Context: an optimization exercise on an open-source flow, tuned for small area and a short achievable clock period. The choices shown serve that exercise and are no tape-out recipe.
RTL that was checked went through simulation tests only; none was proved equivalent to the original.
Function not checked in runs 3 to 6: the RTL went through the layout flow alone.
Power is estimated from default activity; no workload was simulated.

===== flow/config.mk =====
export PLATFORM = sky130hd
export DESIGN_NAME = pixel_engine
export DESIGN_NICKNAME = pixel_engine
export VERILOG_FILES = /design/flow/design.v
export SDC_FILE = /design/flow/constraint.sdc
export NUM_CORES = 4
export LEC_CHECK = 0
export CAP_MARGIN = 20
export CORE_MARGIN = 2
export CORE_UTILIZATION = 40
export SETUP_SLACK_MARGIN = 4.5
export SLEW_MARGIN = 20
export TNS_END_PERCENT = 100

===== flow/constraint.sdc =====
create_clock -name core_clock -period 10.0 [get_ports {pixel_clk}]
set_input_delay 2.0000 -clock core_clock [delete_from_list [all_inputs] [get_ports {pixel_clk}]]
set_output_delay 2.0000 -clock core_clock [all_outputs]
set_load 0.01 [all_outputs]

===== flow/design.v =====
package pixel_engine_pkg;
    typedef logic [10-1:0] coord_t;
    typedef logic [2:0] pal_idx_t;
    typedef struct packed {
        logic [3:0] red;
        logic [3:0] green;
        logic [3:0] blue;
    } rgb444_t;
    typedef struct packed {
        logic [3:0] rsvd_b;
        rgb444_t    colour_b;
        logic [3:0] rsvd_a;
        rgb444_t    colour_a;
    } palette_entry_t;
    typedef enum logic {
        KIND_WALL   = 1'b0,
        KIND_BULLET = 1'b1
    } object_kind_t;
    typedef struct packed {
        logic [6:0]   reserved;   
        pal_idx_t     pal_idx;    
        coord_t       y;
        coord_t       x;
        object_kind_t kind;
        logic         valid;
    } object_entry_t;
    typedef struct packed {
        logic       invert;
        logic [6:0] reserved;
        pal_idx_t   fg_idx;
        logic       fg_sel;
        pal_idx_t   bg_idx;
        logic       bg_sel;
    } text_cell_t;
    typedef struct packed {
        logic [7:0] red;
        logic [7:0] green;
        logic [7:0] blue;
    } rgb_t;
    function automatic rgb_t widen(rgb444_t c);
        widen = {c.red, c.red, c.green, c.green, c.blue, c.blue};
    endfunction
endpackage
`timescale 1ns/1ns
module sprite_regs (
    input  logic                           pixel_clk,
    input  logic                           reset,
    input  logic                           psel,
    input  logic                           penable,
    input  logic                           pwrite,
    input  logic [8-1:0]         paddr,
    input  logic [32-1:0]         pwdata,
    output logic [32-1:0]         prdata,
    output logic                           pready,
    output logic                           pslverr,
    output logic [8*32-1:0]     palette,        
    output logic [16*25-1:0]     object_table    
);
    logic        pal_sel;    
    logic        obj_sel;    
    logic        wr_en;
    logic [31:0] wdata;      
    assign pal_sel = paddr[7:5] == 3'b000;
    assign obj_sel = paddr[7:6] == 2'b01;
    assign wr_en   = psel && penable && pwrite;
    assign wdata   = reset ? 32'd0 : pwdata;
    for (genvar i = 0; i < 8; i++) begin : g_pal
        always_ff @(posedge pixel_clk) begin
            if (reset || (wr_en && pal_sel && paddr[4:2] == i)) begin
                palette[i*32 +: 32] <= wdata;
            end
        end
    end
    for (genvar j = 0; j < 16; j++) begin : g_obj
        always_ff @(posedge pixel_clk) begin
            if (reset || (wr_en && obj_sel && paddr[5:2] == j)) begin
                object_table[j*25 +: 25] <= wdata[24:0];
            end
        end
    end
    always_comb begin
        prdata = '0;
        if (pal_sel) begin
            prdata = palette[paddr[4:2]*32 +: 32];
        end else if (obj_sel) begin
            prdata[24:0] = object_table[paddr[5:2]*25 +: 25];
        end
    end
    assign pready  = 1'b1;
    assign pslverr = psel && penable && !(pal_sel || obj_sel);
endmodule
`timescale 1ns/1ns
module object_hit (
    input  logic [24:0]                     entry,     
    input  pixel_engine_pkg::coord_t        draw_x,
    input  pixel_engine_pkg::coord_t        draw_y,
    output logic                            hit
);
    logic signed [10:0] dx;   
    logic signed [10:0] dy;
    logic               wall_cover;
    logic               x_near, y_near;
    logic [2:0]         ax, ay;   
    logic               disc;
    assign dx = $signed({1'b0, draw_x}) - $signed({1'b0, entry[11:2]});
    assign dy = $signed({1'b0, draw_y}) - $signed({1'b0, entry[21:12]});
    assign wall_cover = (dx[10:5] == 6'd0) && (dy[10:5] == 6'd0);
    assign x_near = (dx[10:3] == 8'd0 && dx[2:0] <= 3'd4) || (dx[10:3] == 8'hff && dx[2:0] >= 3'd4);
    assign y_near = (dy[10:3] == 8'd0 && dy[2:0] <= 3'd4) || (dy[10:3] == 8'hff && dy[2:0] >= 3'd4);
    assign ax = dx[10] ? 3'(-dx[2:0]) : dx[2:0];
    assign ay = dy[10] ? 3'(-dy[2:0]) : dy[2:0];
    always_comb begin
        case (ax)
            3'd0:       disc = 1'b1;
            3'd1, 3'd2: disc = ay <= 3'd3;
            3'd3:       disc = ay <= 3'd2;
            default:    disc = ay == 3'd0;
        endcase
    end
    assign hit = entry[0] && (entry[1] ? (x_near && y_near && disc) : wall_cover);
endmodule
`timescale 1ns/1ns
module layer_compositor (
    input  logic                                                pixel_clk,
    input  logic                                                reset,
    input  logic [16-1:0]                             hit,
    input  logic [16*25-1:0]                          object_table,
    input  logic [8*32-1:0]                          palette,    
    input  pixel_engine_pkg::coord_t                            draw_x,
    input  pixel_engine_pkg::coord_t                            draw_y,
    input  logic                                                video_on,
    input  pixel_engine_pkg::text_cell_t                        char_code,
    input  logic [7:0]                                          font_row,
    output pixel_engine_pkg::rgb_t                              rgb
);
    localparam logic [1:0] K_BLACK  = 2'd0;
    localparam logic [1:0] K_BULLET = 2'd1;
    localparam logic [1:0] K_MORTAR = 2'd2;
    localparam logic [1:0] K_BRICK  = 2'd3;
    logic       font_bit;
    logic       obj_on;
    logic       obj_bullet;
    logic [2:0] obj_idx;
    logic [4:0] code_next;
    logic [4:0] s1_code;
    logic [4:0] s2_code;
    logic [11:0] colour;      
    logic        dup;         
    logic [11:0] q_colour;
    logic        q_dup;
    logic [31:0] entry;
    assign font_bit = font_row[3'd7 - draw_x[2:0]] ^ char_code[15];
    always_comb begin
        obj_on     = 1'b0;
        obj_bullet = 1'b0;
        obj_idx    = '0;
        for (int i = 16 - 1; i >= 0; i--) begin
            if (hit[i]) begin
                obj_on     = 1'b1;
                obj_bullet = object_table[i*25 + 1];
                obj_idx    = object_table[i*25 + 22 +: 3];
            end
        end
    end
    always_comb begin
        if (!video_on) begin
            code_next = {3'b000, K_BLACK};
        end else if (char_code != '0) begin
            code_next = font_bit ? {1'b1, char_code[7:5], char_code[4]}
                                 : {1'b1, char_code[3:1], char_code[0]};
        end else if (obj_on) begin
            code_next = obj_bullet ? {3'b000, K_BULLET} : {1'b1, obj_idx, 1'b0};
        end else if (draw_x[4:0] == 5'd0 || draw_y[3:0] == 4'd0) begin
            code_next = {3'b000, K_MORTAR};
        end else begin
            code_next = {3'b000, K_BRICK};
        end
    end
    always_ff @(posedge pixel_clk) begin
        if (reset) begin
            s1_code <= '0;
            s2_code <= '0;
        end else begin
            s1_code <= code_next;
            s2_code <= s1_code;
        end
    end
    assign entry = palette[s2_code[3:1]*32 +: 32];
    always_comb begin
        if (s2_code[4]) begin
            colour = s2_code[0] ? entry[27:16] : entry[11:0];
            dup    = 1'b1;
        end else begin
            case (s2_code[1:0])
                K_BLACK:  begin colour = 12'h000; dup = 1'b0; end
                K_BULLET: begin colour = 12'hf50; dup = 1'b1; end
                K_MORTAR: begin colour = 12'h888; dup = 1'b0; end
                default:  begin colour = 12'ha32; dup = 1'b0; end
            endcase
        end
    end
    always_ff @(posedge pixel_clk) begin
        if (reset) begin
            q_colour <= '0;
            q_dup    <= 1'b0;
        end else begin
            q_colour <= colour;
            q_dup    <= dup;
        end
    end
    assign rgb = {q_colour[11:8], q_colour[11:8] & {4{q_dup}},
                  q_colour[7:4],  q_colour[7:4]  & {4{q_dup}},
                  q_colour[3:0],  q_colour[3:0]  & {4{q_dup}}};
endmodule
`timescale 1ns/1ns
module pixel_engine (
    input  logic                         pixel_clk,
    input  logic                         reset,
    input  pixel_engine_pkg::coord_t     draw_x,
    input  pixel_engine_pkg::coord_t     draw_y,
    input  logic                         video_on,
    input  pixel_engine_pkg::text_cell_t char_code,
    input  logic [7:0]                   font_row,
    input  logic                         psel,
    input  logic                         penable,
    input  logic                         pwrite,
    input  logic [8-1:0]       paddr,
    input  logic [32-1:0]       pwdata,
    output logic [32-1:0]       prdata,
    output logic                         pready,
    output logic                         pslverr,
    output pixel_engine_pkg::rgb_t       rgb
);
    logic [8*32-1:0] palette;
    logic [16*25-1:0] object_table;
    logic [16-1:0]    hit;
    sprite_regs u_regs (
        .pixel_clk    (pixel_clk),
        .reset        (reset),
        .psel         (psel),
        .penable      (penable),
        .pwrite       (pwrite),
        .paddr        (paddr),
        .pwdata       (pwdata),
        .prdata       (prdata),
        .pready       (pready),
        .pslverr      (pslverr),
        .palette      (palette),
        .object_table (object_table)
    );
    for (genvar i = 0; i < 16; i++) begin : g_obj
        object_hit u_hit (
            .entry  (object_table[i*25 +: 25]),
            .draw_x (draw_x),
            .draw_y (draw_y),
            .hit    (hit[i])
        );
    end
    layer_compositor u_comp (
        .pixel_clk    (pixel_clk),
        .reset        (reset),
        .hit          (hit),
        .object_table (object_table),
        .palette      (palette),
        .draw_x       (draw_x),
        .draw_y       (draw_y),
        .video_on     (video_on),
        .char_code    (char_code),
        .font_row     (font_row),
        .rgb          (rgb)
    );
endmodule

===== flow/run.sh =====
#!/bin/bash
# synth_recipe.tcl (not shown) runs the flow's synth.tcl, then flattens the netlist and writes it again
# the make line also repeats each setting of config.mk as NAME=value (left out here)
make -C /OpenROAD-flow-scripts/flow DESIGN_CONFIG=/design/flow/config.mk WORK_HOME=/design/flow/orfs CLKGATE_MAP_FILE= SYNTH_SCRIPT=/design/flow/synth_recipe.tcl finish

==> metrics.md, run 1 <==
| Metric | Value |
|---|---|
| Commonest non-fill, non-tap cell in the layout | edfxtp_1 |
| CTS root buf | clkbuf_16 |
| Worst Setup End Kind | primary output |
| Final Slew Violations | 0 |
| Leakage power total | 24.0 nW |
| Total track usage | 26.8% |
| Routability cong. | roughly 0.94 |
| Commonest non-fill, non-tap cells in the layout | edfxtp_1, inv_1, ha_1 |
| Synthesized instance count | approximately 4600 |
| CTS Buf Count | 78 |
| 1st-pass router iterations | 6 |
| Synth warn | 3 |
| Vias in the first global route | approximately 39000 |
| Min-delay worst type | flip-flop to flip-flop |
| Largest net degree at the start of global routing | 53 |
| Drt total wl | between 150000 and 200000 um |
| Via Count | a little over 40000 |
| Cell area after synthesis | between 50000 and 60000 um^2 |
| Fin. Hold Viols | 0 |
| IO Port Bufs | about 140 |
| Xor-xnor portion of the synthesized cell area | 2.73% |
| Synth Area in Compound Gates | between 10% and 20% |
| Cells on worst reg2reg path | 17 |
| Clock Skew | 0.0317 ns |
| CTS tree | built |
| DP Area | between 50000 and 60000 um^2 |
| Latest clock arrival within the worst-skew pair | between 0.6 and 0.7 ns |
| Post-layout util | 49.5% |
| Post-synthesis async set-or-reset flop share | 0% |
| DRT iter0 DRCs | slightly below 5000 |
| Post-synth EDFFs | 656 |
| Nets | 5474 |
| Global-route wire length before repair | around 260000 um |
| Synth Area in Simple Gates | between 10% and 20% |
| Max_cap viols | 0 |
| Pwr Density | 158 nW/um^2 |
| Max-slew headroom | between 20% and 30% |
| Peak supply drop | between 0.1 and 0.15 mV |
| Post-route antenna net violation count | 0 |
| Htree depth | 3 |
| Net count after synthesis | 5087 |
| Endpoints failing setup | 0 |
| Final Cycle Share | between 60% and 70% |
| Minimum clock period | a little over 6 ns |
| Share of layout cells above drive strength 1 | 23.8% |
| Final instance area | slightly above 60000 um^2 |
| Syn Area/Cell | about 11 um^2 |
| Ranking of synthesized cells by area | edfxtp_1, mux4_2, ha_1 |
| Sequential cell area fraction in the yosys report | between 30% and 40% |
| CP startpoint kind | input pin |
| Core area | 126000 um^2 |
| Critical path type | input pin to primary output |
| WP data arrival | approximately 4.1 ns |
| Mux contribution to synthesized area | 13.4% |
| P&R area growth vs syn | 22.4% |
| Congestion Overflow GR | 0 |
| Synth Flop Type | edfxtp_1 |
| Antenna violations before repair | 11 |
| Vias per cell | approximately 6 |
| Hold Crit Depth | 1 |
| Synth area leader | edfxtp_1 |
| Required time at the worst-slack endpoint | 8.00 ns |
| Die H | 361 um |
| Synthesized flop and latch total | around 680 |
| PnR worst setup slack | 3.95 ns |
| Cell variety after synth | ~130 |
| Residual DRC | 0 |
| DPL Wire Length | ~130000 um |
| Worst slack, placed | 1.87 ns |
| RSZ-0062 raised after global routing | yes |
| Share of the synthesized area in the top cell type | between 30% and 40% |
| WL per Instance | about 27 um |
| Critical path fanouts, max | 6 |
| Main combinational cell family by area after synthesis | compound AO/OA/AOI/OAI gates |
| Adder-cell share of the synthesized area | a little over a tenth |
| Starting Density | between 40% and 50% |
| Outcome | no timing/DRC/antenna violations |
| CTS max path bufs | 3 |
| Die Width | between 300 and 400 um |
| Die area | between 100000 and 150000 um^2 |
| Clock-pin transition on the worst setup and hold timing paths | roughly 0.05 ns |
| Number of cell rows | 130 |
| Reg2Reg Setup Slack | roughly 5.3 ns |
| CTS sink count | around 680 |
| Max Fclk | about 170 MHz |
| Io pins | between 100 and 150 |
| Overall power | a little under 10 mW |
| Slew at the pin with the worst max-slew slack | roughly 1.1 ns |
| Total negative slack | 0 ns |
[logic make-up (layout without fill, tap and decap cells)]
family	count (synthesis)	count (layout)
other cells	1	2
compound gates	1114	1114
buf+inv	631	1079
fa+ha+maj	416	416
xor+xnor	158	158
flops	679	679
mux	366	366
simple gates	1216	1216
[flip-flops by register name (all words and copies together), names as in the netlist]
register / flops
u_comp.q_colour: 12
u_comp.q_dup: 1
u_comp.s1_code: 5
u_comp.s2_code: 5
u_regs.object_table: 400
u_regs.palette: 256
[per-layer routing]
metal	GRT usage [%]	up-vias	share of wire, %
met2	40.3	1974	43
met3	5.24	355	9.8
met4	11.3	6	4.8
met5	0	-	0.019
met1	37.6	20386	42
li1	-	18596	-
[repair_timing]
| action | 4_1_cts | 5_1_grt |
|---|---|---|
| setup buffers | 124 | 57 |
| setup endpoints to repair | 38 | 37 |
| gates cloned | 21 | 1 |
| hold buffers | 0 | 0 |
| pin swaps | 87 | 109 |
| gates resized for setup | 496 | 218 |
[final timing paths]
kind | from | endpoint
worst min-delay path | u_comp.s1_code[1] | u_comp.s2_code[1]
worst max register to register | u_regs.object_table[303] | u_comp.s1_code[2]
worst max-delay path | paddr[2] | prdata[11]
worst min register to register | u_comp.s1_code[1] | u_comp.s2_code[1]
[synth_stat cells (all sizes together), types with 91 or more instances]
library cell,n
edfxtp,656
inv,517
ha,384
nor2,294
mux4,250
a21oi,236
o21ai,175
nand2,145
mux2i,105
nor3,102
nor2b,95
o21a,91
[per-stage QoR]
step                instances  hold WS, ns
floorplan                4581        0.414
global placement         6335        0.438
detailed placement       6335        0.442
CTS                      6621        0.451
global route             6679        0.457
finish                   6680        0.447
[where the power goes]
group          total [mW]  switching (mW)  internal [mW]
Clock                3.01            1.25           1.76
Combinational        3.35            1.97           1.38
Sequential           3.51           0.134           3.38
[area by class of cell]
type                    instances  area [um^2]
clock inverters                48          617
diodes                          1         2.50
clock buffers                  93         2010
fillers                     11164        63600
multi-input cells            3271        30900
repair buffers                421         4600
flip-flops and latches        679        20200
inverters                     517         1980
well taps                    1650         2060
[critical path, cell delays in order]
cell        delay (ns)
buf_16            0.15
buf_16            0.15
buf_6             0.10
mux4_2            0.55
mux4_2            0.54
clkinvlp_4        0.24
o22ai_4           0.12
buf_2             0.16
==> run 2: changes to the inputs <==
--- a/flow/config.mk
+++ b/flow/config.mk
@@ -8,6 +8,4 @@
 export CAP_MARGIN = 20
 export CORE_MARGIN = 2
 export CORE_UTILIZATION = 40
-export SETUP_SLACK_MARGIN = 4.5
 export SLEW_MARGIN = 20
-export TNS_END_PERCENT = 100
==> metrics.md, run 2 <==
| Metric | Value |
|---|---|
| Synth Area in Compound Gates | 15.5% (unchanged) |
| Htree depth | 3 (unchanged) |
| Post-layout util | 45.4% (-4.1 points) |
| Global-route wire length before repair | 246000 um (-4.9%) |
| Commonest non-fill, non-tap cell in the layout | edfxtp_1 |
| DRT iter0 DRCs | 4754 (-2.3%) |
| Post-CTS setup buffers | 0 (-100%) |
| Congestion Overflow GR | 0 (unchanged) |
| Max reg flops | 400 (unchanged) |
| Critical path fanouts, max | 13 (+7) |
| Io pins | 148 (unchanged) |
| Adder-cell share of the synthesized area | 10.7% (unchanged) |
| CTS Buf Count | 76 (-2.6%) |
| Latest clock arrival within the worst-skew pair | 0.67 ns (about the same) |
| Syn Area/Cell | 11.1 um^2 (unchanged) |
| Mux contribution to synthesized area | 13.4% (unchanged) |
| 1st-pass router iterations | 7 (+1) |
| Hold wc startpoint | u_comp.s1_code[2] |
| Routability cong. | 1.02 (+8.2%) |
| Via Count | 39982 (-3.2%) |
| Synth Area in Simple Gates | 13.4% (unchanged) |
| Worst r2r src | u_regs.object_table[362] |
| Top reg by flops | u_regs.object_table |
| Nets | 5272 (-3.7%) |
| Pwr Density | 161 nW/um^2 (+1.4%) |
| Commonest non-fill, non-tap cells in the layout | edfxtp_1, inv_1, ha_1 |
| Main combinational cell family by area after synthesis | compound AO/OA/AOI/OAI gates |
| Critical path type | input pin to flip-flop |
| Worst setup endpoint | u_comp.s1_code[0] |
| Antenna violations before repair | 7 (-4) |
| Peak supply drop | 0.129 mV (+5.3%) |
| Synthesized flop and latch total | 679 (unchanged) |
| CP startpoint kind | input pin |
| Total negative slack | 0 ns (unchanged) |
| Top flop regs | u_regs.object_table (400), u_regs.palette (256), u_comp.q_colour (12) |
| Synthesized instance count | 4581 (unchanged) |
| Clock-pin transition on the worst setup and hold timing paths | 0.06 ns (about the same) |
| Die Width | 361 um (unchanged) |
| Die H | 361 um (unchanged) |
| Ranking of synthesized cells by area | edfxtp_1, mux4_2, ha_1 |
| Xor-xnor portion of the synthesized cell area | 2.73% (unchanged) |
| CTS max path bufs | 3 (unchanged) |
| Endpoints failing setup | 0 (unchanged) |
| Net count after synthesis | 5087 (unchanged) |
| Worst Setup End Kind | flip-flop |
| WP data arrival | 8.74 ns (+4.69 ns) |
| Synth area leader | edfxtp_1 |
| Synth warn | 3 (unchanged) |
| Fillers | 11679 (+4.6%) |
| Minimum clock period | 8.27 ns (+2.22 ns) |
| Total track usage | 25.4% (-1.4 points) |
| Most frequent cells after synthesis | edfxtp_1, inv_1, ha_1 |
| Max_cap viols | 0 (unchanged) |
| Core area | 126000 um^2 (unchanged) |
| Sequential cell area fraction in the yosys report | 39.6% (unchanged) |
| Leakage power total | 21.9 nW (-8.7%) |
| Outcome | no timing/DRC/antenna violations |
| P&R area growth vs syn | 12.3% |
| Reg2Reg Setup Slack | 4.21 ns (-1.12 ns) |
| Vias per cell | 6.17 (-0.21%) |
| Share of the synthesized area in the top cell type | 38.7% (unchanged) |
| Largest net degree at the start of global routing | 79 (+49%) |
| Share of layout cells above drive strength 1 | 13.0% (-11 points) |
| Residual DRC | 0 (unchanged) |
| Fin. Hold Viols | 0 (unchanged) |
| Synth Flop Type | edfxtp_1 |
| Final Cycle Share | 82.7% (+22 points) |
| WHS | 0.456 ns (+0.00951 ns) |
| CTS sink count | 679 (unchanged) |
| Cell area after synthesis | 50900 um^2 (unchanged) |
| Number of cell rows | 130 (unchanged) |
| Final Slew Violations | 0 (unchanged) |
| Required time at the worst-slack endpoint | 10.48 ns (+2.48 ns) |
| PostCTS Resize Cnt | 0 (-100%) |
| RSZ-0062 raised after global routing | no |
| IO Port Bufs | 144 (unchanged) |
| Max-slew headroom | 19.7% (-7.5 points) |
| CTS root buf | clkbuf_16 |
| WL per Instance | 26.1 um (-3.3%) |
| Cells on worst reg2reg path | 17 (unchanged) |
| Setup crit start | draw_x[0] |
| R2r endpoint | u_comp.s1_code[0] |
| Die area | 130000 um^2 (unchanged) |
| Vias in the first global route | 37351 (-3.7%) |
| Post-synthesis async set-or-reset flop share | 0% (unchanged) |
| Min-delay worst type | flip-flop to flip-flop |
| Cell variety after synth | 125 (unchanged) |
| Drt total wl | 169000 um (-6.2%) |
| CTS tree | built |
| Slew at the pin with the worst max-slew slack | 1.20 ns (+0.105 ns) |
| Post-CTS Hold Fix Bufs | 0 (unchanged) |
| Starting Density | 40.4% (unchanged) |
| DPL Wire Length | 125000 um (about the same) |
| Post-synth EDFFs | 656 (unchanged) |
| Max Fclk | 121 MHz (-27%) |
| Overall power | 9.18 mW (-7.0%) |
| Most frequent cell after synthesis | edfxtp_1 |
| Post-route antenna net violation count | 0 (unchanged) |
| Clock Skew | 0.0250 ns (-0.00666 ns) |
[run 2: cell counts after synthesis]
Identical to the previous run, type by type.
[run 2: power breakdown]
| part | switching, mW | internal [mW] | total (mW) |
|---|---|---|---|
| combinational | 1.78 | 1.16 | 2.94 |
| sequential | 0.131 | 3.38 | 3.51 |
| clock | 1.23 | 1.51 | 2.74 |
| total | 3.14 | 6.04 | 9.18 |
[run 2: cells by family after synthesis]
kind of cell	count (synthesis)
AND/OR/NAND/NOR	1216
AO/OA/AOI/OAI	1114
flip-flops	679
buffers and inverters	631
adder cells (fa/ha/maj)	416
multiplexers	366
XOR/XNOR	158
other	1
[run 2: layer usage]
metal  global-route usage [%]  wire [um]
met5                        0          0
met4                     7.37       5000
met2                     38.0      73100
met3                     3.89      14600
met1                     37.8      76600
[run 2: how the worst min path moves through the flow]
stage	to	slack [ns]	cells after the start
after CTS	u_comp.s2_code[2]	0.46	1
after global placement	u_comp.s2_code[2]	0.44	1
after floorplan	u_comp.s2_code[0]	0.41	1
after detailed placement	u_comp.s2_code[2]	0.45	1
after global routing	u_comp.s2_code[2]	0.46	1
final	u_comp.s2_code[2]	0.46	1
[run 2: final cells by class]
type	count	area, um^2	share of cell area, %
diodes	2	5.00	0.00876
clock buffers	91	1970	3.45
clock inverters	47	424	0.743
inverters	517	1940	3.40
multi-input cells	3271	28500	49.9
flip-flops and latches	679	20200	35.3
well taps	1650	2060	3.61
repair buffers	221	2030	3.55
[run 2: stage by stage]
stage / std cells / area [um^2] / setup slack, ns
3_3_place_gp: 6338 / 54700 / 1.38
3_5_place_dp: 6338 / 54700 / 1.39
4_1_cts: 6476 / 57100 / 2.03
5_1_grt: 6476 / 57100 / 1.72
6_report: 6478 / 57100 / 1.73
2_1_floorplan: 4581 / 50900 / 3.33
[run 2: worst max-delay path: stages]
cell	delay, ns
clkdlybuf4s50_1	0.48
inv_1	0.81
buf_4	0.30
ha_1	0.25
inv_1	0.08
fa_1	0.41
a21oi_1	0.19
a2bb2oi_1	0.36
a211oi_1	0.14
a211o_2	0.34
mux2i_1	0.29
or4_1	0.53
a21boi_0	0.49
o41ai_4	0.21
o311a_1	0.39
o21ai_2	0.14
a211o_2	0.19
a21oi_2	0.10
a211oi_1	0.93
a211oi_1	0.09
==> run 3: changes to the inputs <==
--- a/flow/design.v
+++ b/flow/design.v
@@ -78,46 +78,77 @@
             end
         end
     end
+    logic [8-1:0] pal_rd;
+    logic [16-1:0] obj_rd;
+    for (genvar i = 0; i < 8; i++) begin : g_pal_rd
+        assign pal_rd[i] = pal_sel && paddr[4:2] == i;
+    end
+    for (genvar j = 0; j < 16; j++) begin : g_obj_rd
+        assign obj_rd[j] = obj_sel && paddr[5:2] == j;
+    end
     always_comb begin
         prdata = '0;
-        if (pal_sel) begin
-            prdata = palette[paddr[4:2]*32 +: 32];
-        end else if (obj_sel) begin
-            prdata[24:0] = object_table[paddr[5:2]*25 +: 25];
+        for (int i = 0; i < 8; i++) begin
+            prdata = prdata | (palette[i*32 +: 32] & {32{pal_rd[i]}});
+        end
+        for (int j = 0; j < 16; j++) begin
+            prdata[24:0] = prdata[24:0] | (object_table[j*25 +: 25] & {25{obj_rd[j]}});
         end
     end
     assign pready  = 1'b1;
     assign pslverr = psel && penable && !(pal_sel || obj_sel);
 endmodule
 `timescale 1ns/1ns
+module axis_test (
+    input  logic [9:0] npos,    
+    input  logic [9:0] org,     
+    output logic       wall,    
+    output logic       near,    
+    output logic [1:0] cls      
+);
+    logic [9:0]  pos;
+    logic [10:0] d;
+    logic [10:0] bw;   
+    assign pos   = ~npos;
+    assign bw[0] = 1'b0;
+    for (genvar i = 0; i < 10; i++) begin : g_bit
+        assign d[i]    = pos[i] ^ org[i] ^ bw[i];
+        assign bw[i+1] = (~pos[i] & org[i]) | (~(pos[i] ^ org[i]) & bw[i]);
+    end
+    assign d[10] = bw[10];   
+    assign wall = d[10:5] == 6'd0;
+    assign near = (d[10:3] == 8'h00 && (!d[2] || d[1:0] == 2'b00)) ||
+                  (d[10:3] == 8'hff && d[2]);
+    always_comb begin
+        case (d[2:0])
+            3'b000:                         cls = 2'd0;
+            3'b001, 3'b111, 3'b010, 3'b110: cls = 2'd1;
+            3'b011, 3'b101:                 cls = 2'd2;
+            default:                        cls = 2'd3;
+        endcase
+    end
+endmodule
 module object_hit (
     input  logic [24:0]                     entry,     
-    input  pixel_engine_pkg::coord_t        draw_x,
-    input  pixel_engine_pkg::coord_t        draw_y,
+    input  pixel_engine_pkg::coord_t        ndraw_x,   
+    input  pixel_engine_pkg::coord_t        ndraw_y,
     output logic                            hit
 );
-    logic signed [10:0] dx;   
-    logic signed [10:0] dy;
-    logic               wall_cover;
-    logic               x_near, y_near;
-    logic [2:0]         ax, ay;   
-    logic               disc;
-    assign dx = $signed({1'b0, draw_x}) - $signed({1'b0, entry[11:2]});
-    assign dy = $signed({1'b0, draw_y}) - $signed({1'b0, entry[21:12]});
-    assign wall_cover = (dx[10:5] == 6'd0) && (dy[10:5] == 6'd0);
-    assign x_near = (dx[10:3] == 8'd0 && dx[2:0] <= 3'd4) || (dx[10:3] == 8'hff && dx[2:0] >= 3'd4);
-    assign y_near = (dy[10:3] == 8'd0 && dy[2:0] <= 3'd4) || (dy[10:3] == 8'hff && dy[2:0] >= 3'd4);
-    assign ax = dx[10] ? 3'(-dx[2:0]) : dx[2:0];
-    assign ay = dy[10] ? 3'(-dy[2:0]) : dy[2:0];
-    always_comb begin
-        case (ax)
-            3'd0:       disc = 1'b1;
-            3'd1, 3'd2: disc = ay <= 3'd3;
-            3'd3:       disc = ay <= 3'd2;
-            default:    disc = ay == 3'd0;
+    logic       wx, wy, nx, ny;
+    logic [1:0] cx, cy;
+    logic       disc;
+    axis_test u_x (.npos(ndraw_x), .org(entry[11:2]),  .wall(wx), .near(nx), .cls(cx));
+    axis_test u_y (.npos(ndraw_y), .org(entry[21:12]), .wall(wy), .near(ny), .cls(cy));
+    always_comb begin
+        case ({cx, cy})
+            4'b00_00, 4'b00_01, 4'b00_10, 4'b00_11,
+            4'b01_00, 4'b01_01, 4'b01_10,
+            4'b10_00, 4'b10_01,
+            4'b11_00: disc = 1'b1;
+            default:  disc = 1'b0;
         endcase
     end
-    assign hit = entry[0] && (entry[1] ? (x_near && y_near && disc) : wall_cover);
+    assign hit = entry[0] && (entry[1] ? (nx && ny && disc) : (wx && wy));
 endmodule
 `timescale 1ns/1ns
 module layer_compositor (
@@ -248,11 +279,14 @@
         .palette      (palette),
         .object_table (object_table)
     );
+    pixel_engine_pkg::coord_t ndraw_x, ndraw_y;
+    assign ndraw_x = ~draw_x;
+    assign ndraw_y = ~draw_y;
     for (genvar i = 0; i < 16; i++) begin : g_obj
         object_hit u_hit (
             .entry  (object_table[i*25 +: 25]),
-            .draw_x (draw_x),
-            .draw_y (draw_y),
+            .ndraw_x(ndraw_x),
+            .ndraw_y(ndraw_y),
             .hit    (hit[i])
         );
     end
--- a/flow/config.mk
+++ b/flow/config.mk
@@ -8,4 +8,6 @@
 export CAP_MARGIN = 20
 export CORE_MARGIN = 2
 export CORE_UTILIZATION = 40
+export SETUP_SLACK_MARGIN = 4.0
 export SLEW_MARGIN = 20
+export TNS_END_PERCENT = 100
==> metrics.md, run 3 <==
| Metric | Value |
|---|---|
| Outcome | no timing/DRC/antenna violations |
| P&R area growth vs syn | 27.9% |
| Top flop regs | u_regs.object_table (400), u_regs.palette (256), u_comp.q_colour (12) |
| 1st-pass router iterations | 6 (-1) |
| Synth Flop Type | edfxtp_1 |
| Io pins | 148 (unchanged) |
| Htree depth | 3 (unchanged) |
| CP startpoint kind | input pin |
| Critical path type | input pin to flip-flop |
| Multi-input gate area | 17500 um^2 (-39%) |
| CTS tree | built |
| Synth area leader | edfxtp_1 |
| Nets | 3512 (-33%) |
| Min-delay worst type | flip-flop to flip-flop |
| DP Area | 41900 um^2 (-23%) |
| Ranking of synthesized cells by area | edfxtp_1, fa_1, a22oi_1 |
| Placed insts | 4085 (-36%) |
| Clock Skew | 0.0287 ns (+0.00366 ns) |
| DPL Wire Length | 114000 um (-8.9%) |
| Synthesized flop and latch total | 679 (unchanged) |
| Latest clock arrival within the worst-skew pair | 0.65 ns (-0.02 ns) |
| WL per Instance | 38.3 um (+47%) |
| Post-route antenna net violation count | 0 (unchanged) |
| Critical path fanouts, max | 5 (-8) |
| Cell area after synthesis | 37200 um^2 (-27%) |
| Synth Area in Simple Gates | 9.50% (-3.9 points) |
| Top reg by flops | u_regs.object_table |
| Cell variety after synth | 76 (-39%) |
| Fillers | 7717 (-34%) |
| Post-synthesis async set-or-reset flop share | 0% (unchanged) |
| Via Count | 29013 (-27%) |
| Main combinational cell family by area after synthesis | adder cells |
| Congestion Overflow GR | 0 (unchanged) |
| Minimum clock period | 7.96 ns (-0.314 ns) |
| CTS sink count | 679 (unchanged) |
| Hold Crit Depth | 1 (unchanged) |
| Antenna violations before repair | 8 (+1) |
| IO Port Bufs | 144 (unchanged) |
| Cells on worst reg2reg path | 24 (+7) |
| Total negative slack | 0 ns (unchanged) |
| Slew at the pin with the worst max-slew slack | 1.05 ns (-0.149 ns) |
| Commonest non-fill, non-tap cell in the layout | edfxtp_1 |
| Post-synth EDFFs | 656 (unchanged) |
| Max_cap viols | 0 (unchanged) |
| Global-route wire length before repair | 228000 um (-7.5%) |
| Starting Density | 40.5% (+0.061 points) |
| Most frequent cells after synthesis | edfxtp_1, inv_1, fa_1 |
| Synth Area in Compound Gates | 11.2% (-4.3 points) |
| Die H | 309 um (-14%) |
| Vias in the first global route | 28741 (-23%) |
| CTS max path bufs | 3 (unchanged) |
| Xor-xnor portion of the synthesized cell area | 0.0235% (-2.7 points) |
| Drt total wl | 169000 um (-0.28%) |
| Sequential cell area fraction in the yosys report | 54.2% (+15 points) |
| Post-layout util | 51.8% (+6.4 points) |
| Max reg flops | 400 (unchanged) |
| Routability cong. | 1.04 (+2.4%) |
| Vias per cell | 6.58 (+6.6%) |
| Syn Area/Cell | 14.1 um^2 (+27%) |
| Final Slew Violations | 0 (unchanged) |
| Net count after synthesis | 3046 (-40%) |
| Overall power | 7.99 mW (-13%) |
| PnR worst setup slack | 2.04 ns (+0.314 ns) |
| Share of the synthesized area in the top cell type | 52.9% (+14 points) |
| Final Cycle Share | 79.6% (-3.1 points) |
| Total track usage | 35.2% (+9.9 points) |
| Max Fclk | 126 MHz (+3.9%) |
| Residual DRC | 0 (unchanged) |
| Number of cell rows | 111 (-15%) |
| Synthesized instance count | 2636 (-42%) |
| Leakage power total | 17.2 nW (-21%) |
| Largest net degree at the start of global routing | 56 (-29%) |
| Worst Setup End Kind | flip-flop |
| Commonest non-fill, non-tap cells in the layout | edfxtp_1, inv_1, a22oi_1 |
| Core area | 91900 um^2 (-27%) |
| Endpoints failing setup | 0 (unchanged) |
| CTS Buf Count | 75 (-1.3%) |
| Final instance area | 47600 um^2 (-17%) |
| Most frequent cell after synthesis | edfxtp_1 |
| Die area | 95500 um^2 (-27%) |
| Synth warn | 4 (+1) |
| Final cell count without fillers | 4408 (-32%) |
| DRT iter0 DRCs | 4354 (-8.4%) |
| Register area | 20200 um^2 (about the same) |
| WHS | 0.437 ns (-0.0189 ns) |
| CTS root buf | clkbuf_16 |
| Fin. Hold Viols | 0 (unchanged) |
| Post-CTS Hold Fix Bufs | 0 (unchanged) |
| RSZ-0062 raised after global routing | yes |
| Pwr Density | 168 nW/um^2 (+4.4%) |
| Adder-cell share of the synthesized area | 16.6% (+5.9 points) |
| Peak supply drop | 0.106 mV (-18%) |
| Required time at the worst-slack endpoint | 10.49 ns (about the same) |
| Clock-pin transition on the worst setup and hold timing paths | 0.06 ns (about the same) |
| Max-slew headroom | 28.2% (+8.4 points) |
| Die Width | 309 um (-14%) |
| Worst slack, placed | 0.452 ns (-0.937 ns) |
| Share of layout cells above drive strength 1 | 29.8% (+17 points) |
| Mux contribution to synthesized area | 4.40% (-9.0 points) |
| WP data arrival | 8.45 ns (-0.29 ns) |
==> run 3: path summary, 6_finish.rpt <==
kind                            startpoint                end  slack [ns]
setup / recovery                 draw_x[0]  u_comp.s1_code[1]        2.04
hold / removal           u_comp.s1_code[1]  u_comp.s2_code[1]        0.44
setup reg to reg  u_regs.object_table[312]  u_comp.s1_code[1]        3.36
hold reg to reg          u_comp.s1_code[1]  u_comp.s2_code[1]        0.44
==> run 3: logic make-up after synthesis <==
logic type / Yosys count
other: 1
AND/OR/NAND/NOR: 603
flip-flops: 679
XOR/XNOR: 1
AO/OA/AOI/OAI: 538
adder cells (fa/ha/maj): 320
buffers and inverters: 407
multiplexers: 87
==> run 3: per-layer routing <==
metal	global-route usage, %	vias up	part of all wire (%)
met1	46.9	14874	37
met3	12.2	567	14
met2	50.9	2462	42
met5	0	-	0.045
li1	-	11098	-
met4	18.6	12	6.4
==> run 3: layout make-up <==
class,instances,share of cell area [%]
Antenna cell,5,0.0263
Clock buffer,93,4.15
Timing Repair Buffer,476,9.91
Inverter,320,2.55
Multi-Input combinational cell,1550,36.8
Clock inverter,42,0.967
Sequential cell,679,42.4
Tap cell,1243,3.27
==> run 3: report_power, final <==
part           internal (mW)  total [mW]  switching (mW)
Sequential              3.38        3.56           0.181
Combinational          0.613        1.60           0.991
Clock                   1.62        2.83            1.21
==> run 3: critical path: stages <==
cell and delay (ns):
buf_8 0.10, clkinvlp_4 0.08, buf_12 0.11, buf_12 0.12
buf_8 0.11, ha_4 0.12, inv_2 0.03, fa_2 0.41
fa_2 0.39, fa_2 0.36, fa_2 0.36, fa_2 0.35
fa_2 0.35, fa_2 0.35, fa_2 0.35, fa_1 0.48
nor3_1 0.59, and4b_1 0.45, a31oi_4 0.10, o221a_1 0.32
a2111oi_4 0.40, o31ai_2 0.10, a211oi_2 0.18, buf_4 0.16
a211oi_1 0.04
==> run 3: timing repair <==
action | CTS | global route
pin swaps | 130 | 122
gates resized for setup | 378 | 155
hold endpoints to repair | 0 | 0
endpoints found under the setup margin | 37 | 36
setup buffers | 134 | 43
gates cloned | 4 | 2
==> run 4: changes to the inputs <==
--- a/flow/config.mk
+++ b/flow/config.mk
@@ -8,6 +8,6 @@
 export CAP_MARGIN = 20
 export CORE_MARGIN = 2
 export CORE_UTILIZATION = 40
-export SETUP_SLACK_MARGIN = 4.0
+export SETUP_SLACK_MARGIN = 4.5
 export SLEW_MARGIN = 20
 export TNS_END_PERCENT = 100
==> metrics.md, run 4 <==
| Metric | Value |
|---|---|
| Share of the synthesized area in the top cell type | 52.9% (unchanged) |
| Synthesized instance count | 2636 (unchanged) |
| CTS Buf Count | 78 (+4.0%) |
| Max stage delay on crit path | 0.54 ns (-0.05 ns) |
| Most frequent cell after synthesis | edfxtp_1 |
| Minimum clock period | 7.95 ns (-0.00243 ns) |
| Sequential cell area fraction in the yosys report | 54.2% (unchanged) |
| Most frequent cells after synthesis | edfxtp_1, inv_1, fa_1 |
| CTS sink count | 679 (unchanged) |
| Vias per cell | 6.57 (-0.22%) |
| Drt total wl | 178000 um (+5.2%) |
| Routability cong. | 1.06 (+1.9%) |
| Synth warn | 4 (unchanged) |
| Max reg flops | 400 (unchanged) |
| P&R area growth vs syn | 31.2% |
| CP startpoint kind | input pin |
| Fin. Hold Viols | 0 (unchanged) |
| Top reg by flops | u_regs.object_table |
| Peak supply drop | 0.186 mV (+75%) |
| Max Fclk | 126 MHz (about the same) |
| Required time at the worst-slack endpoint | 10.58 ns (+0.09 ns) |
| WL per Instance | 39.9 um (+4.2%) |
| Antenna violations before repair | 15 (+7) |
| Cell area after synthesis | 37200 um^2 (unchanged) |
| WHS | 0.437 ns (-0.000578 ns) |
| Largest net degree at the start of global routing | 49 (-13%) |
| RSZ-0062 raised after global routing | yes |
| Worst Setup End Kind | flip-flop |
| Post-CTS Hold Fix Bufs | 0 (unchanged) |
| Max-slew headroom | 22.4% (-5.8 points) |
| Total track usage | 37.1% (+1.9 points) |
| Global-route wire length before repair | 238000 um (+4.4%) |
| DPL Wire Length | 116000 um (+1.6%) |
| Endpoints failing setup | 0 (unchanged) |
| Synth area leader | edfxtp_1 |
| Outcome | no timing/DRC/antenna violations |
| WP data arrival | 8.53 ns (+0.08 ns) |
| Fillers | 7633 (-1.1%) |
| Worst slack, placed | 0.470 ns (+0.0184 ns) |
| Crit path max-delay cell type | fa_1 |
| Slew at the pin with the worst max-slew slack | 1.16 ns (+0.112 ns) |
| Min-delay worst type | flip-flop to flip-flop |
| Critical Path Most Common Cell | fa_2 |
| Multi-input gate area | 17700 um^2 (+0.84%) |
| Congestion Overflow GR | 0 (unchanged) |
| Synthesized flop and latch total | 679 (unchanged) |
| Die area | 95500 um^2 (unchanged) |
| Pwr Density | 172 nW/um^2 (+2.7%) |
| Htree depth | 3 (unchanged) |
| Leakage power total | 17.6 nW (+2.4%) |
| Critical path fanouts, max | 9 (+4) |
| Final Cycle Share | 79.5% (about the same) |
| Cell variety after synth | 76 (unchanged) |
| Top flop regs | u_regs.object_table (400), u_regs.palette (256), u_comp.q_colour (12) |
| Reg2Reg Setup Slack | 3.35 ns (about the same) |
| Total negative slack | 0 ns (unchanged) |
| Via Count | 29211 (+0.68%) |
| Share of layout cells above drive strength 1 | 31.4% (+1.6 points) |
| Post-synthesis async set-or-reset flop share | 0% (unchanged) |
| Nets | 3551 (+1.1%) |
| Critical path type | input pin to flip-flop |
| Net count after synthesis | 3046 (unchanged) |
| Met1 Resource Use GR | 48.8% (+2.0 points) |
| Vias in the first global route | 29092 (+1.2%) |
| Commonest non-fill, non-tap cell in the layout | edfxtp_1 |
| Latest clock arrival within the worst-skew pair | 0.65 ns (about the same) |
| Die Width | 309 um (unchanged) |
| Synth Flop Type | edfxtp_1 |
| Residual DRC | 0 (unchanged) |
| Ranking of synthesized cells by area | edfxtp_1, fa_1, a22oi_1 |
| Syn Area/Cell | 14.1 um^2 (unchanged) |
| Met3 usage | 14.5% (+2.3 points) |
| Register area | 20200 um^2 (unchanged) |
| Post-synth EDFFs | 656 (unchanged) |
| Commonest non-fill, non-tap cells in the layout | edfxtp_1, inv_1, buf_4 |
| Starting Density | 40.5% (unchanged) |
| Final Slew Violations | 0 (unchanged) |
| Clock Skew | 0.0348 ns (+0.00618 ns) |
| CTS max path bufs | 3 (unchanged) |
| Cell Chain, Critical Path | buf_6 -> clkinvlp_4 -> buf_12 -> buf_12 -> ha_4 -> fa_1 -> inv_1 -> fa_1 -> fa_1 -> fa_2 -> fa_2 -> fa_2 -> fa_2 -> fa_2 -> fa_1 -> nand4_1 -> a211o_1 -> a22oi_1 -> o2111ai_2 -> and2_1 -> mux2i_1 -> a2111o_1 -> o311a_1 -> o21ai_1 |
| Core area | 91900 um^2 (unchanged) |
| Die H | 309 um (unchanged) |
| 1st-pass router iterations | 6 (unchanged) |
| IO Port Bufs | 144 (unchanged) |
| PnR worst setup slack | 2.05 ns (+0.00243 ns) |
| Clock-pin transition on the worst setup and hold timing paths | 0.06 ns (about the same) |
| Number of cell rows | 111 (unchanged) |
| Gr busiest metal | met2 |
| CTS tree | built |
| Post-route antenna net violation count | 0 (unchanged) |
| DRT iter0 DRCs | 5010 (+15%) |
| Met2 usage | 53.3% (+2.4 points) |
| Io pins | 148 (unchanged) |
| CTS root buf | clkbuf_16 |
| Max_cap viols | 0 (unchanged) |
[run 4: cell families (layout without fill, tap and decap cells)]
logic type	Yosys count	in the layout	share of synthesized area, %
adders and majority gates	320	320	16.6
muxes	87	87	4.40
buffers and inverters	407	973	4.13
xor gates and xnor gates	1	1	0.0235
AOI/OAI and AO/OA	538	538	11.2
DFF	679	679	54.2
and+or+nand+nor	603	603	9.50
other	1	4	0.0101
[run 4: per-layer routing]
layer	share of wire, %	vias to the layer above
met5	0.045	-
met3	15	505
met2	43	2540
met1	36	14968
met4	5.7	14
li1	-	11184
[run 4: report_power, final]
part	leakage [nW]	switching (mW)	internal (mW)
Clock	1.37	1.28	1.95
Combinational	9.76	1.00	0.617
Sequential	6.51	0.183	3.38
Total	17.6	2.47	5.95
[run 4: area by class of cell]
| class | count | area share, % |
|---|---|---|
| diodes | 3 | 0.0154 |
| clock buffers | 89 | 4.21 |
| clock inverters | 52 | 1.61 |
| inverters | 320 | 2.50 |
| multi-input cells | 1550 | 36.2 |
| flip-flops and latches | 679 | 41.3 |
| well taps | 1243 | 3.19 |
| repair buffers | 512 | 11.0 |
[run 4: critical path, delay by kind of cell]
family	cells	cell delay, ns
buffers and inverters	5	0.52
AOI/OAI and AO/OA	6	1.76
adders and majority gates	10	3.46
and+or+nand+nor	2	0.60
muxes	1	0.19
[run 4: worst paths after layout]
path / cells past startpoint / end / startpoint
worst min register to register: 1 / u_comp.s2_code[1] / u_comp.s1_code[1]
worst max-delay path: 24 / u_comp.s1_code[3] / draw_x[0]
worst max register to register: 22 / u_comp.s1_code[1] / u_regs.object_table[202]
worst min-delay path: 1 / u_comp.s2_code[1] / u_comp.s1_code[1]
[run 4: per-stage QoR]
step / instances / power [mW] / utilization [%] / cell area (um^2)
2_1_floorplan: 2636 / 4.30 / - / 37800
3_3_place_gp: 4075 / 5.00 / 45.5 / 41900
3_5_place_dp: 4077 / 5.04 / 45.6 / 41900
4_1_cts: 4388 / 8.31 / 52.0 / 47800
5_1_grt: 4445 / 8.62 / 53.1 / 48800
6_report: 4448 / 8.42 / 53.1 / 48800
[run 4: timing repair]
action | CTS | global route
cloned | 9 | 0
setup endpoints to repair | 37 | 37
resized for setup | 488 | 142
endpoints found under the hold margin | 0 | 0
pin swaps | 148 | 124
setup buffers | 161 | 57
==> run 5: changes to the inputs <==
--- a/flow/design.v
+++ b/flow/design.v
@@ -60,6 +60,11 @@
     logic        obj_sel;    
     logic        wr_en;
     logic [31:0] wdata;      
+    logic        pend_valid;
+    logic [3:0]  pend_slot;
+    logic [24:0] pend_data;
+    logic [24:0] pend_wdata;
+    logic [16-1:0] pend_hit;   
     assign pal_sel = paddr[7:5] == 3'b000;
     assign obj_sel = paddr[7:6] == 2'b01;
     assign wr_en   = psel && penable && pwrite;
@@ -71,21 +76,36 @@
             end
         end
     end
+    always_ff @(posedge pixel_clk) begin
+        if (reset) begin
+            pend_valid <= 1'b0;
+        end else begin
+            pend_valid <= wr_en && obj_sel;
+        end
+    end
+    always_ff @(posedge pixel_clk) begin
+        pend_slot <= paddr[5:2];
+        pend_data <= pwdata[24:0];
+    end
+    assign pend_wdata = reset ? 25'd0 : pend_data;
     for (genvar j = 0; j < 16; j++) begin : g_obj
+        assign pend_hit[j] = pend_valid && pend_slot == j;
         always_ff @(posedge pixel_clk) begin
-            if (reset || (wr_en && obj_sel && paddr[5:2] == j)) begin
-                object_table[j*25 +: 25] <= wdata[24:0];
+            if (reset || pend_hit[j]) begin
+                object_table[j*25 +: 25] <= pend_wdata;
             end
         end
     end
     logic [8-1:0] pal_rd;
     logic [16-1:0] obj_rd;
+    logic                    pend_rd;
     for (genvar i = 0; i < 8; i++) begin : g_pal_rd
         assign pal_rd[i] = pal_sel && paddr[4:2] == i;
     end
     for (genvar j = 0; j < 16; j++) begin : g_obj_rd
-        assign obj_rd[j] = obj_sel && paddr[5:2] == j;
+        assign obj_rd[j] = obj_sel && paddr[5:2] == j && !pend_hit[j];
     end
+    assign pend_rd = obj_sel && pend_valid && paddr[5:2] == pend_slot;
     always_comb begin
         prdata = '0;
         for (int i = 0; i < 8; i++) begin
@@ -94,6 +114,7 @@
         for (int j = 0; j < 16; j++) begin
             prdata[24:0] = prdata[24:0] | (object_table[j*25 +: 25] & {25{obj_rd[j]}});
         end
+        prdata[24:0] = prdata[24:0] | (pend_data & {25{pend_rd}});
     end
     assign pready  = 1'b1;
     assign pslverr = psel && penable && !(pal_sel || obj_sel);
@@ -154,7 +175,7 @@
 module layer_compositor (
     input  logic                                                pixel_clk,
     input  logic                                                reset,
-    input  logic [16-1:0]                             hit,
+    input  logic [16-1:0]                             hit,        
     input  logic [16*25-1:0]                          object_table,
     input  logic [8*32-1:0]                          palette,    
     input  pixel_engine_pkg::coord_t                            draw_x,
@@ -162,25 +183,42 @@
     input  logic                                                video_on,
     input  pixel_engine_pkg::text_cell_t                        char_code,
     input  logic [7:0]                                          font_row,
+    output pixel_engine_pkg::coord_t                            s1_x,
+    output pixel_engine_pkg::coord_t                            s1_y,
     output pixel_engine_pkg::rgb_t                              rgb
 );
     localparam logic [1:0] K_BLACK  = 2'd0;
     localparam logic [1:0] K_BULLET = 2'd1;
     localparam logic [1:0] K_MORTAR = 2'd2;
     localparam logic [1:0] K_BRICK  = 2'd3;
-    logic       font_bit;
-    logic       obj_on;
-    logic       obj_bullet;
-    logic [2:0] obj_idx;
-    logic [4:0] code_next;
-    logic [4:0] s1_code;
-    logic [4:0] s2_code;
+    logic        font_bit;
+    logic        s1_video_on;
+    logic        s1_text_on;
+    logic [3:0]  s1_text;     
+    logic        obj_on;
+    logic        obj_bullet;
+    logic [2:0]  obj_idx;
+    logic [4:0]  code_next;
+    logic [4:0]  s2_code;
     logic [11:0] colour;      
     logic        dup;         
     logic [11:0] q_colour;
     logic        q_dup;
     logic [31:0] entry;
     assign font_bit = font_row[3'd7 - draw_x[2:0]] ^ char_code[15];
+    always_ff @(posedge pixel_clk) begin
+        if (reset) begin
+            s1_video_on <= 1'b0;
+        end else begin
+            s1_video_on <= video_on;
+        end
+    end
+    always_ff @(posedge pixel_clk) begin
+        s1_x       <= draw_x;
+        s1_y       <= draw_y;
+        s1_text_on <= char_code != '0;
+        s1_text    <= font_bit ? char_code[7:4] : char_code[3:0];
+    end
     always_comb begin
         obj_on     = 1'b0;
         obj_bullet = 1'b0;
@@ -194,14 +232,13 @@
         end
     end
     always_comb begin
-        if (!video_on) begin
+        if (!s1_video_on) begin
             code_next = {3'b000, K_BLACK};
-        end else if (char_code != '0) begin
-            code_next = font_bit ? {1'b1, char_code[7:5], char_code[4]}
-                                 : {1'b1, char_code[3:1], char_code[0]};
+        end else if (s1_text_on) begin
+            code_next = {1'b1, s1_text};
         end else if (obj_on) begin
             code_next = obj_bullet ? {3'b000, K_BULLET} : {1'b1, obj_idx, 1'b0};
-        end else if (draw_x[4:0] == 5'd0 || draw_y[3:0] == 4'd0) begin
+        end else if (s1_x[4:0] == 5'd0 || s1_y[3:0] == 4'd0) begin
             code_next = {3'b000, K_MORTAR};
         end else begin
             code_next = {3'b000, K_BRICK};
@@ -209,11 +246,9 @@
     end
     always_ff @(posedge pixel_clk) begin
         if (reset) begin
-            s1_code <= '0;
             s2_code <= '0;
         end else begin
-            s1_code <= code_next;
-            s2_code <= s1_code;
+            s2_code <= code_next;
         end
     end
     assign entry = palette[s2_code[3:1]*32 +: 32];
@@ -279,9 +314,10 @@
         .palette      (palette),
         .object_table (object_table)
     );
+    pixel_engine_pkg::coord_t s1_x, s1_y;
     pixel_engine_pkg::coord_t ndraw_x, ndraw_y;
-    assign ndraw_x = ~draw_x;
-    assign ndraw_y = ~draw_y;
+    assign ndraw_x = ~s1_x;
+    assign ndraw_y = ~s1_y;
     for (genvar i = 0; i < 16; i++) begin : g_obj
         object_hit u_hit (
             .entry  (object_table[i*25 +: 25]),
@@ -301,6 +337,8 @@
         .video_on     (video_on),
         .char_code    (char_code),
         .font_row     (font_row),
+        .s1_x         (s1_x),
+        .s1_y         (s1_y),
         .rgb          (rgb)
     );
 endmodule
--- a/flow/config.mk
+++ b/flow/config.mk
@@ -8,6 +8,6 @@
 export CAP_MARGIN = 20
 export CORE_MARGIN = 2
 export CORE_UTILIZATION = 40
-export SETUP_SLACK_MARGIN = 4.5
+export SETUP_SLACK_MARGIN = 4.0
 export SLEW_MARGIN = 20
 export TNS_END_PERCENT = 100
==> metrics.md, run 5 <==
| Metric | Value |
|---|---|
| WL per Instance | 35.1 um (-12%) |
| IO Port Bufs | 144 (unchanged) |
| Peak supply drop | 0.145 mV (-22%) |
| Register area | 21200 um^2 (+5.1%) |
| Sequential cell area fraction in the yosys report | 54.2% (about the same) |
| P&R area growth vs syn | 31.0% (about the same) |
| Setup crit start | u_comp.s1_y[0] |
| Cell variety after synth | 97 (+28%) |
| Ranking of synthesized cells by area | edfxtp_1, fa_1, dfxtp_1 |
| Nets | 3692 (+4.0%) |
| Leakage power total | 18.5 nW (+4.8%) |
| Core area | 96700 um^2 (+5.2%) |
| Total negative slack | 0 ns (unchanged) |
| Syn Area/Cell | 14.0 um^2 (-1.2%) |
| Cell area after synthesis | 39100 um^2 (+5.1%) |
| Net count after synthesis | 3212 (+5.4%) |
| Residual DRC | 0 (unchanged) |
| Via Count | 29448 (+0.81%) |
| Endpoints failing setup | 0 (unchanged) |
| WP data arrival | 7.37 ns (-1.16 ns) |
| DRT iter0 DRCs | 4129 (-18%) |
| Io pins | 148 (unchanged) |
| Die Width | 317 um (+2.5%) |
| Final Slew Violations | 0 (unchanged) |
| Die H | 317 um (+2.5%) |
| Share of layout cells above drive strength 1 | 32.4% (+1.1 points) |
| Post-layout util | 53.0% (-0.11 points) |
| Hold wc startpoint | u_comp.s1_text[2] |
| Share of the synthesized area in the top cell type | 50.4% (-2.6 points) |
| Max Fclk | 147 MHz (+17%) |
| Final Cycle Share | 68.2% (-11 points) |
| Commonest non-fill, non-tap cell in the layout | edfxtp_1 |
| Required time at the worst-slack endpoint | 10.55 ns (-0.03 ns) |
| Fillers | 7891 (+3.4%) |
| Largest net degree at the start of global routing | 71 (+45%) |
| Synth warn | 4 (unchanged) |
| RSZ-0062 raised after global routing | yes |
| CTS sink count | 730 (+7.5%) |
| CTS max path bufs | 3 (unchanged) |
| Starting Density | 40.4% (-0.047 points) |
| Worst r2r src | u_comp.s1_y[0] |
| Vias in the first global route | 29877 (+2.7%) |
| Min-delay worst type | flip-flop to flip-flop |
| Global-route wire length before repair | 223000 um (-6.1%) |
| Top flop regs | u_regs.object_table (400), u_regs.palette (256), u_regs.pend_data (25) |
| Drt total wl | 162000 um (-8.6%) |
| Slew at the pin with the worst max-slew slack | 1.26 ns (+0.103 ns) |
| Routability cong. | 0.980 (-7.5%) |
| DPL Wire Length | 109000 um (-6.4%) |
| Synth area leader | edfxtp_1 |
| Die area | 100000 um^2 (+5.0%) |
| Top reg by flops | u_regs.object_table |
| Most frequent cells after synthesis | edfxtp_1, inv_1, fa_1 |
| Outcome | no timing/DRC/antenna violations |
| Total track usage | 32.0% (-5.1 points) |
| Number of diodes | 0 (-3) |
| Post-route antenna net violation count | 0 (unchanged) |
| CTS tree | built |
| Synthesized instance count | 2802 (+6.3%) |
| Clock-pin transition on the worst setup and hold timing paths | 0.06 ns (about the same) |
| Critical path type | flip-flop to flip-flop |
| Max-slew headroom | 15.1% (-7.3 points) |
| Synth Flop Type | edfxtp_1 |
| Clock Skew | 0.0404 ns (+0.00558 ns) |
| Reg2Reg Setup Slack | 3.18 ns (-0.17 ns) |
| Max reg flops | 400 (unchanged) |
| Critical path fanouts, max | 8 (-1) |
| Multi-input gate area | 19100 um^2 (+8.4%) |
| 1st-pass router iterations | 6 (unchanged) |
| Fin. Hold Viols | 0 (unchanged) |
| Worst Setup End Kind | flip-flop |
| Number of cell rows | 114 (+2.7%) |
| Vias per cell | 6.36 (-3.1%) |
| Post-synthesis async set-or-reset flop share | 0% (unchanged) |
| Congestion Overflow GR | 0 (unchanged) |
| Synthesized flop and latch total | 730 (+7.5%) |
| Post-synth EDFFs | 656 (unchanged) |
| Antenna violations before repair | 5 (-10) |
| Minimum clock period | 6.82 ns (-1.13 ns) |
| CP startpoint kind | flip-flop |
| Latest clock arrival within the worst-skew pair | 0.66 ns (about the same) |
| Pwr Density | 160 nW/um^2 (-7.0%) |
| CTS root buf | clkbuf_16 |
| Max_cap viols | 0 (unchanged) |
| Commonest non-fill, non-tap cells in the layout | edfxtp_1, inv_1, buf_4 |
| Htree depth | 3 (unchanged) |
| CTS Buf Count | 82 (+5.1%) |
| Most frequent cell after synthesis | edfxtp_1 |
## run 5: path summary, 6_finish.rpt
check	endpoint	cells past startpoint
setup reg to reg	u_comp.s2_code[0]	23
setup / recovery	u_comp.s2_code[0]	23
hold reg to reg	u_comp.s2_code[2]	2
hold / removal	u_comp.s2_code[2]	2
## run 5: what timing repair did
item	in CTS	in global routing
buffers inserted	209	40
gates cloned	16	4
hold buffers	0	0
setup endpoints to repair	37	35
gates resized for setup	657	139
pin swaps	233	151
## run 5: cell families after synthesis
group	synth area share, %
flip-flops	54.2
AND/OR/NAND/NOR	10.2
AO/OA/AOI/OAI	11.7
buffers and inverters	4.16
adder cells (fa/ha/maj)	15.8
multiplexers	3.92
XOR/XNOR	0.112
other	0.00959
## run 5: cell type report
cell class,instances,area share [%]
sequential,730,41.4
tap,1276,3.12
timing repair buffer,491,10.2
inverter,332,2.47
multi-input combinational,1645,37.3
clock buffer,107,4.46
clock inverter,46,1.03
## run 5: stage by stage
| step | hold slack, ns | instance area (um^2) | instances | setup WS (ns) | power, mW |
|---|---|---|---|---|---|
| finish | 0.544 | 51200 | 4627 | 3.18 | 8.21 |
| floorplan | 0.432 | 39400 | 2802 | 3.94 | 4.36 |
| detailed placement | 0.515 | 42800 | 4204 | 1.71 | 4.87 |
| global route | 0.573 | 51200 | 4627 | 3.05 | 8.44 |
| CTS | 0.548 | 50100 | 4582 | 3.28 | 8.15 |
| global placement | 0.540 | 42700 | 4204 | 1.74 | 4.81 |
## run 5: metal layers
metal  part of all wire (%)  wire length [um]  up-vias  GRT usage (%)
met1                     37             60000    15215           42.1
met2                     45             73700     2059           49.9
met4                    6.7             11000        6           17.2
li1                       -                 -    11742              -
met5                  0.032                52        -              0
met3                     11             17700      426           6.82
## run 5: power by group
part	internal [mW]	total [mW]	switching [mW]	leakage (nW)
clock	1.88	3.18	1.30	1.37
sequential	3.55	3.71	0.156	7.22
combinational	0.533	1.32	0.790	9.89
## run 5: worst max-delay path, stage by stage, from the launching register on
cell and delay [ns]:
dfxtp_4 0.36, clkinvlp_4 0.10, buf_12 0.14, ha_1 0.16
fa_1 0.16, inv_1 0.05, fa_2 0.37, fa_1 0.40
fa_1 0.40, fa_1 0.41, fa_2 0.37, fa_1 0.41
fa_1 0.42, fa_1 0.40, nor4b_1 0.16, buf_4 0.17
and3_1 0.23, o221a_4 0.28, a31o_4 0.28, nand4b_1 0.18
or4_4 0.58, a211oi_4 0.26, nor3_2 0.11, nor3_2 0.30
==> run 6: changes to the inputs <==
--- a/flow/config.mk
+++ b/flow/config.mk
@@ -8,6 +8,6 @@
 export CAP_MARGIN = 20
 export CORE_MARGIN = 2
 export CORE_UTILIZATION = 40
-export SETUP_SLACK_MARGIN = 4.0
+export SETUP_SLACK_MARGIN = 4.5
 export SLEW_MARGIN = 20
 export TNS_END_PERCENT = 100
==> metrics.md, run 6 <==
| Metric | Value |
|---|---|
| Outcome | no timing/DRC/antenna violations |
| Sequential cell area fraction in the yosys report | 54.2% (unchanged) |
| Core area | 96700 um^2 (unchanged) |
| Max Fclk | 145 MHz (-1.1%) |
| Overall power | 7.99 mW (-2.7%) |
| Clock-pin transition on the worst setup and hold timing paths | 0.07 ns (about the same) |
| Fillers | 7931 (+0.51%) |
| Io pins | 148 (unchanged) |
| WL per Instance | 34.4 um (-1.9%) |
| Slew at the pin with the worst max-slew slack | 1.19 ns (-0.0727 ns) |
| Routability cong. | 1.05 (+7.0%) |
| Vias in the first global route | 29498 (-1.3%) |
| Synth area leader | edfxtp_1 |
| Commonest non-fill, non-tap cell in the layout | edfxtp_1 |
| Vias per cell | 6.34 (-0.43%) |
| Synth warn | 4 (unchanged) |
| CTS root buf | clkbuf_16 |
| Cell variety after synth | 97 (unchanged) |
| Net count after synthesis | 3212 (unchanged) |
| Max reg flops | 400 (unchanged) |
| Total negative slack | 0 ns (unchanged) |
| Minimum clock period | 6.90 ns (+0.0732 ns) |
| CTS sink count | 730 (unchanged) |
| Post-synthesis async set-or-reset flop share | 0% (unchanged) |
| Critical path fanouts, max | 7 (-1) |
| Min-delay worst type | flip-flop to flip-flop |
| Global-route wire length before repair | 220000 um (-1.4%) |
| Required time at the worst-slack endpoint | 10.57 ns (+0.02 ns) |
| Nets | 3668 (-0.65%) |
| Syn Area/Cell | 14.0 um^2 (unchanged) |
| RSZ-0062 raised after global routing | yes |
| IO Port Bufs | 144 (unchanged) |
| DPL Wire Length | 107000 um (-1.8%) |
| Critical path type | flip-flop to flip-flop |
| Max-slew headroom | 20.7% (+5.6 points) |
| CP startpoint kind | flip-flop |
| Starting Density | 40.4% (unchanged) |
| Max_cap viols | 0 (unchanged) |
| Share of layout cells above drive strength 1 | 32.5% (+0.083 points) |
| Commonest non-fill, non-tap cells in the layout | edfxtp_1, inv_1, buf_4 |
| Final Cycle Share | 69.0% (+0.73 points) |
| Total track usage | 31.6% (-0.42 points) |
| Fin. Hold Viols | 0 (unchanged) |
| Worst Setup End Kind | flip-flop |
| Number of diodes | 0 (unchanged) |
| WP data arrival | 7.47 ns (+0.10 ns) |
| Ranking of synthesized cells by area | edfxtp_1, fa_1, dfxtp_1 |
| Most frequent cells after synthesis | edfxtp_1, inv_1, fa_1 |
| Clock Skew | 0.0385 ns (-0.00191 ns) |
| Die Width | 317 um (unchanged) |
| Top reg by flops | u_regs.object_table |
| Peak supply drop | 0.148 mV (+1.8%) |
| Drt total wl | 158000 um (-2.5%) |
| Share of the synthesized area in the top cell type | 50.4% (unchanged) |
| Die area | 100000 um^2 (unchanged) |
| 1st-pass router iterations | 6 (unchanged) |
| Number of cell rows | 114 (unchanged) |
| Cell area after synthesis | 39100 um^2 (unchanged) |
| Leakage power total | 18.1 nW (-2.1%) |
| Latest clock arrival within the worst-skew pair | 0.67 ns (about the same) |
| Post-route antenna net violation count | 0 (unchanged) |
| Via Count | 29149 (-1.0%) |
| Largest net degree at the start of global routing | 52 (-27%) |
| CTS max path bufs | 3 (unchanged) |
| Die H | 317 um (unchanged) |
| Synthesized flop and latch total | 730 (unchanged) |
| Most frequent cell after synthesis | edfxtp_1 |
| P&R area growth vs syn | 29.7% |
| Top flop regs | u_regs.object_table (400), u_regs.palette (256), u_regs.pend_data (25) |
| Final Slew Violations | 0 (unchanged) |
| Synthesized instance count | 2802 (unchanged) |
| Synth Flop Type | edfxtp_1 |
| DP Area | 43200 um^2 (+1.0%) |
| CTS Buf Count | 81 (-1.2%) |
| Antenna violations before repair | 4 (-1) |
| Congestion Overflow GR | 0 (unchanged) |
| Residual DRC | 0 (unchanged) |
| DRT iter0 DRCs | 3808 (-7.8%) |
| Endpoints failing setup | 0 (unchanged) |
| Htree depth | 3 (unchanged) |
| Final instance area | 50700 um^2 (-1.0%) |
| Pwr Density | 158 nW/um^2 (-1.7%) |
| Post-synth EDFFs | 656 (unchanged) |
| CTS tree | built |
==> run 6: cell types whose count changed in the layout (fill, tap and decap cells not counted), sizes merged <==
cell / previous run / this run
clkinv: 27 / 26
inv: 333 / 336
clkdlybuf4s50: 104 / 105
bufbuf: 8 / 4
dlygate4sd2: 3 / 0
clkdlybuf4s15: 1 / 0
buf: 367 / 353
bufinv: 10 / 3
clkbuf: 115 / 107
clkinvlp: 8 / 11
nor2: 117 / 121
==> run 6: area by class of cell <==
type,count,area (um^2),area share [%]
sequential,730,21200,41.8
multi-input combinational,1649,19200,37.9
timing repair buffer,464,4830,9.54
clock buffer,105,2240,4.42
tap,1276,1600,3.15
inverter,332,1260,2.49
clock inverter,44,337,0.664
==> run 6: path summary, 6_finish.rpt <==
kind,end,slack [ns],cells after the start,start
worst min register to register,u_comp.s2_code[3],0.50,2,u_comp.s1_text[3]
worst max-delay path,u_comp.s2_code[2],3.10,22,u_comp.s1_x[0]
worst min-delay path,u_comp.s2_code[3],0.50,2,u_comp.s1_text[3]
worst max register to register,u_comp.s2_code[2],3.10,22,u_comp.s1_x[0]
==> run 6: kinds of logic (layout without fill, tap and decap cells) <==
logic type,count (synthesis),in the layout,share of synthesized area [%]
other,1,1,0.00959
adder cells (fa/ha/maj),320,320,15.8
AND/OR/NAND/NOR,667,672,10.2
buffers and inverters,428,945,4.16
flip-flops,730,730,54.2
AO/OA/AOI/OAI,571,571,11.7
multiplexers,80,80,3.92
XOR/XNOR,5,5,0.112
==> run 6: layer usage <==
metal  global-route usage, %  vias up  share of wire, %
met5                       0        -             0.015
met1                    40.6    14906                36
met2                    49.7     2084                46
met3                    8.59      450                12
met4                    15.2        4               5.9
li1                        -    11705                 -
==> run 6: per-stage QoR <==
step	setup slack, ns	std cells	hold slack, ns	util [%]
floorplan	4.00	2802	0.432	-
global placement	1.87	4193	0.483	44.6
detailed placement	1.89	4193	0.481	44.6
CTS	3.27	4539	0.489	51.1
global route	3.06	4600	0.519	52.4
finish	3.10	4600	0.496	52.4
==> run 6: power breakdown <==
part	total [mW]	switching [mW]	leakage [nW]	internal, mW
Clock	2.96	1.29	1.25	1.67
Combinational	1.33	0.803	9.62	0.526
Sequential	3.70	0.154	7.21	3.55
Total	7.99	2.24	18.1	5.75
==> run 6: repair_timing <==
action	in CTS	in global routing
cloned	13	1
pin swaps	218	136
gates resized for setup	559	141
hold buffers	0	0
buffers inserted	184	56
setup endpoints to repair	38	37
==> run 6: worst max-delay path: stages (launching register included) <==
cell and delay, ns:
dfxtp_1 0.34, clkinvlp_4 0.13, buf_12 0.14, ha_1 0.17, fa_1 0.18, inv_1 0.05, fa_2 0.37, fa_1 0.39
fa_1 0.39, fa_1 0.40, fa_2 0.36, fa_1 0.38, fa_1 0.40, fa_1 0.39, nand4b_1 0.36, o31ai_4 0.39
a22oi_2 0.12, o41a_1 0.45, nand4_1 0.25, a311o_1 0.28, nand4_1 0.33, or3_4 0.44, o22ai_1 0.10

[afterwards: timing with drivers on the ports]
No port has a modelled driver above. Below, the same layouts with a new extraction and two added sets of constraints. Step 1, drivers: a clkbuf_16 drives pixel_clk and a buf_2 each remaining input, both assumed. Step 2 adds t to the input delays and takes it off the output delays; t is the mean of the earliest and latest rising clock arrival at the registers after step 1. Input paths then give back, and output paths get back, about the clock's delay inside the block. a / b / c = ideal ports / drivers / drivers and shift; a / b = the first two.
| run | t (ns) | slack for setup (ns) | clock arrival spread, ns |
|---|---|---|---|
| run 1 | 0.726 | 3.952 / 3.635 / 3.305 | 0.035 / 0.035 |
| run 2 | 0.717 | 1.731 / 1.781 / 1.064 | 0.036 / 0.036 |
| run 3 | 0.710 | 2.045 / 2.079 / 1.368 | 0.030 / 0.029 |
| run 4 | 0.716 | 2.047 / 2.087 / 1.371 | 0.042 / 0.042 |
| run 5 | 0.714 | 3.176 / 3.176 / 3.176 | 0.043 / 0.044 |
| run 6 | 0.723 | 3.102 / 3.102 / 3.102 | 0.041 / 0.040 |
After both steps setup and hold are still met in every run listed. For run 3, which loses most, drivers alone change the setup slack by +0.034 ns; drivers and shift together by -0.677 ns.
